Context: an optimization exercise on an open-source flow, tuned for small area, a short achievable clock period and few clock cycles per item. The choices shown serve that exercise and are no tape-out recipe. No run shown here included a check of the RTL's function; only the layout flow was run.

## flow/design.v (module list and top-level ports; edited modules follow where they fit)
// module material_eval: 2953 lines
// module phase_count: 375 lines
// module taper_blend: 2240 lines
// module eval_control: 57 lines
// module board_eval: 50 lines
module board_eval
#(
   parameter int EVAL_WIDTH = 16                       
)
(
   input  logic                         clk,
   input  logic                         reset,
   input  logic [255:0]                 board_in,
   input  logic                         board_valid,
   input  logic                         attack_done,
   input  logic                         clear_eval,
   output logic signed [EVAL_WIDTH-1:0] eval,
   output logic                         eval_valid
);
  // ...
==> flow/run.sh <==
#!/bin/bash
# synth_recipe.tcl (not shown) runs the flow's synth.tcl, then flattens the netlist and writes it again
# the make line also repeats each setting of config.mk as NAME=value (left out here)
make -C /OpenROAD-flow-scripts/flow DESIGN_CONFIG=/design/flow/config.mk WORK_HOME=/design/flow/orfs CLKGATE_MAP_FILE= SYNTH_SCRIPT=/design/flow/synth_recipe.tcl finish
==> flow/config.mk <==
export PLATFORM = sky130hd
export DESIGN_NAME = board_eval
export DESIGN_NICKNAME = board_eval
export VERILOG_FILES = /design/flow/design.v
export SDC_FILE = /design/flow/constraint.sdc
export NUM_CORES = 4
export LEC_CHECK = 0
export CAP_MARGIN = 20
export CORE_MARGIN = 2
export CORE_UTILIZATION = 40
export SLEW_MARGIN = 20
==> flow/constraint.sdc <==
create_clock -name core_clock -period 7.0 [get_ports {clk}]
set_input_delay 1.4000 -clock core_clock [delete_from_list [all_inputs] [get_ports {clk}]]
set_output_delay 1.4000 -clock core_clock [all_outputs]
set_load 0.01 [all_outputs]
==> results.cfg, run 1 <==
[logic_synthesis]
yosysWarnings = 4
synthSimpleGateAreaFrac_pct = 9.59
async_flop_share_pct = 0
synth_edf_count = 16
yosysTopAreaCellShare_pct = 39.6

[floorplan]
start_util_pct = 40.4
well_tap_count = 1176
fp.dieH_um = 306

[worst_setup_path]
slowest_delay_ns = 0.57
cp_num_cells = 24
endpoint = u_taper_blend.eval[15]$_DFFE_PP_
cp_common_cell = fa_1
crit_buf_inv = 4
crit_chain = buf_12 -> a22oi_1 -> xor2_1 -> fa_1 -> inv_1 -> fa_1 -> fa_1 -> fa_2 -> fa_2 -> fa_1 -> ha_1 -> buf_4 -> and4_4 -> and3_1 -> a32oi_2 -> o211ai_1 -> xnor2_1 -> nand3_1 -> or4_4 -> or2_4 -> buf_4 -> o211ai_1 -> a211oi_2 -> xnor2_1

[layout]
nonClockBufferCount = 366
biggestRegsByFlops = u_material_eval.cnt (42), u_taper_blend.booth (24)
clock_buffers = 18
nFlopsAndLatches = 146
num-nonclk-inverters = 946

[min_path]
hold-path-cell-count = 1
hp-start = u_eval_control.capture_d$_SDFF_PP0_

[clock_tree]
root_buffer = clkbuf_16
cts_tree = built
clkSinkCount = 146
clk_path_buf_depth = 2

[routing]
wl_met3_um = 5710
drt_iter0_drc = 2261
viasPerCell = 5.23
wirelength_met1_um = 46200

[global_route]
gr-total-overflow = 0
grt_first_pass_wirelength_um = 174000
first_global_vias = 29600
met3_usage_pct = 2.80
grt_use_met1_pct = 30.5

[placed_design]
hpwlAfterDp_um = 102000
dp_cells = 5502

[job]
max_cap_viol_count = 0

[status]
status = timing/DRC/antenna clean
==> run 2: changes to the inputs <==
--- a/flow/config.mk
+++ b/flow/config.mk
@@ -8,4 +8,5 @@
 export CAP_MARGIN = 20
 export CORE_MARGIN = 2
 export CORE_UTILIZATION = 40
+export SETUP_SLACK_MARGIN = 0.6
 export SLEW_MARGIN = 20
==> results.cfg, run 2 <==
[layout]
fill_cells = 8696
multi_input_area_um2 = 29400
largest_reg_flops = 42
drive_above_1_share_pct = 6.20
final_cell_mix = inv_1, fa_1, clkdlybuf4s50_1
syn_to_final_growth_pct = 14.9
final_core_util_pct = 46.4
final_common_cell = inv_1
nNetsFinal = 5541
top_register = u_material_eval.cnt
biggestRegsByFlops = u_material_eval.cnt (42), u_taper_blend.booth (24)
regArea_um2 = 3130

[clock_tree]
root_buffer = clkbuf_16
cts_made_buffers = 17
clock_latency_ns = 0.46
ctsHoldBuffers = 0
clk_path_buf_depth = 2
clkSinkCount = 146
cts.clk_slew.worst_paths_ns = 0.07
cts_tree = built
cts_htree_levels = 4

[placed_design]
gp_congestion = 0.951
hpwlAfterDp_um = 99500
dp_slack_ns = 0.0721
port-buffer-count = 277

[worst_setup_path]
critPathRequiredTime_ns = 7.20
worst_path_max_delay_cell = fa_2
crit_chain = a22oi_2 -> xor2_1 -> fa_2 -> inv_1 -> fa_1 -> inv_1 -> fa_2 -> inv_2 -> fa_2 -> fa_2 -> fa_2 -> ha_4 -> a21o_1 -> o21bai_4 -> a32oi_2 -> o211ai_1 -> xnor2_1 -> nand3_1 -> or4_4 -> or2_4 -> o41ai_2 -> a211oi_2 -> xnor2_1
crit_path_end_kind = flip-flop
slowest_delay_ns = 0.63
cp_common_cell = fa_2
startpoint = u_taper_blend.booth[18]$_DFF_P_
worstReg2RegEnd = u_taper_blend.eval[15]$_DFFE_PP_
criticalPathCategory = flip-flop to flip-flop
start_kind = flip-flop
crit_path_max_fanout = 6
worstPathArrival_ns = 6.88
rr_startpoint = u_taper_blend.booth[18]$_DFF_P_
regToRegSetupSlack_ns = 0.32
r2r_cells = 23

[timing]
final.setup.worst_slack_ns = 0.324
slew_violations = 0
fin_crit_sh_pct = 95.4
fmax_mhz = 150
setup_viol = 0
slew_headroom_pct = 45.8
finalCriticalPeriod_ns = 6.68
rsz0062_at_grt = yes
hold_violations = 0
clock-skew-final_ns = 0.0116
tightest_slew_ns = 0.812
setup_tns_ns = 0

[min_path]
hp-start = u_eval_control.capture_d$_SDFF_PP0_
hold_path_end = u_eval_control.load$_SDFF_PP0_
hold-path-cell-count = 1
min_path_type = flip-flop to flip-flop

[routing]
routed-wl-met2_um = 54400
wl_met3_um = 5720
drcViolationCount = 0
wirelength_met1_um = 45600
firstDrtPassIters = 6
top_layer = met5
drt_iter0_drc = 2062
ant_nets = 0
num_vias = 29000
post_drt_wl_per_cell_um = 20.0
drt-total-wl_um = 111000
viasPerCell = 5.21

[logic_synthesis]
async_flop_share_pct = 0
synth_cell_types = 74
ys_ff_latch = 146
synth_top_area_cell = fa_1
yosysTopAreaCellShare_pct = 39.6
yosysWarnings = 4
synth_commonest_cells = inv_1, fa_1, a21oi_1
syn-instance-count = 4162
syn_nets = 5331
synth.top_cells.by_area = fa_1, inv_1, dfxtp_1
synth-seq-area-share_pct = 8.47
syn_area_per_cell_um2 = 8.75
synth_most_common_cell = inv_1
netlist_area_um2 = 36400
synth_ff_type = dfxtp_1
synth_edf_count = 16

[global_route]
grt_first_pass_wirelength_um = 171000
gr-total-overflow = 0
antenna_found_initial = 7
grt_max_degree = 20
first_global_vias = 29600
track_usage_pct = 24.2

[floorplan]
die_area_um2 = 93500
ios = 278
die_w_um = 306
fp.dieH_um = 306
row_count = 110
core_area_um2 = 90100
start_util_pct = 40.4

[status]
status = timing/DRC/antenna clean

[job]
max_cap_viol_count = 0
==> run 2: repair_timing <==
| action | 4_1_cts | 5_1_grt |
|---|---|---|
| setup buffers | 22 | 14 |
| pin swaps | 20 | 14 |
| endpoints found under the setup margin | 6 | 11 |
| gates cloned | 0 | 0 |
| resized for setup | 37 | 51 |
==> run 2: layout make-up <==
cell class                      count  area share, %
Antenna cell                        3         0.0179
Tap cell                         1176           3.52
Multi-Input combinational cell   2874           70.2
Sequential cell                   146           7.47
Clock buffer                       17           1.02
Clock inverter                     15          0.499
Inverter                          946           8.48
Timing Repair Buffer              387           8.75
==> run 2: worst max-delay path, delay by kind of cell, from the launching register on <==
kind,cells,cell delay [ns]
adder cells (fa/ha/maj),7,2.89
AO/OA/AOI/OAI,7,1.46
AND/OR/NAND/NOR,3,0.85
XOR/XNOR,3,0.68
buffers and inverters,3,0.16
flip-flops,1,0.36
==> run 2: per-stage QoR <==
step | area [µm²] | instances | hold WS (ns)
CTS | 41500 | 5547 | 0.441
global route | 41800 | 5563 | 0.471
detailed placement | 40600 | 5493 | 0.429
floorplan | 36700 | 4162 | 0.395
finish | 41900 | 5564 | 0.439
global placement | 40600 | 5493 | 0.418
==> run 2: cell families (layout without fill, tap and decap cells) <==
family                     Yosys count  in the layout  share of synthesized area (%)
muxes                               48             48                           1.33
other                                0              3                              0
xor gates and xnor gates           265            265                           6.37
AOI/OAI and AO/OA                  918            918                           16.4
and+or+nand+nor                    735            735                           9.59
adders and majority gates          908            908                           46.1
buffers and inverters             1142           1365                           11.8
DFF                                146            146                           8.47
==> run 2: per-layer routing <==
metal / up-vias / global-route usage [%]
li1: 13700 / -
met1: 14200 / 30.3
met2: 928 / 42.0
met3: 190 / 2.77
met4: 8 / 10.4
met5: - / 0
==> run 2: worst max-delay path by stage <==
stage	endpoint	slack, ns	depth (start not counted)
finish	u_taper_blend.eval[15]$_DFFE_PP_	0.32	23
CTS	u_taper_blend.eval[15]$_DFFE_PP_	0.41	23
global placement	u_taper_blend.eval[12]$_DFFE_PP_	0.16	22
floorplan	u_taper_blend.eval[12]$_DFFE_PP_	0.56	23
global route	u_taper_blend.eval[12]$_DFFE_PP_	0.1	23
detailed placement	u_taper_blend.eval[15]$_DFFE_PP_	0.07	22

-- separate check: timing with driven ports --
No port has a modelled driver above. Below, the same layouts with a new extraction and two added sets of constraints.
Step 1 (the two cells are an assumption about what drives the block):
set clk [get_ports {clk}]
set_driving_cell -lib_cell sky130_fd_sc_hd__clkbuf_16 $clk
set_driving_cell -lib_cell sky130_fd_sc_hd__buf_2 [delete_from_list [all_inputs] $clk]
Step 2 moves the port delays by t, midway between the first and last clock arrival at a register: inputs arrive t later, outputs are due t later. That takes back most of the time a late clock gives input paths.
Slacks: no drivers / after step 1 / after step 2; pairs: no drivers / after step 1.
run | shift t [ns] | slack for setup (ns) | hold WS [ns] | worst setup path at the end | worst data-port slew with drivers (ns)
run 1 | 0.516 | 0.196 / 0.196 / 0.196 | 0.439 / 0.439 / 0.439 | register to register | 0.12
run 2 | 0.507 | 0.324 / 0.324 / 0.324 | 0.439 / 0.439 / 0.439 | register to register | 0.11
After both steps setup and hold are still met in every run listed.
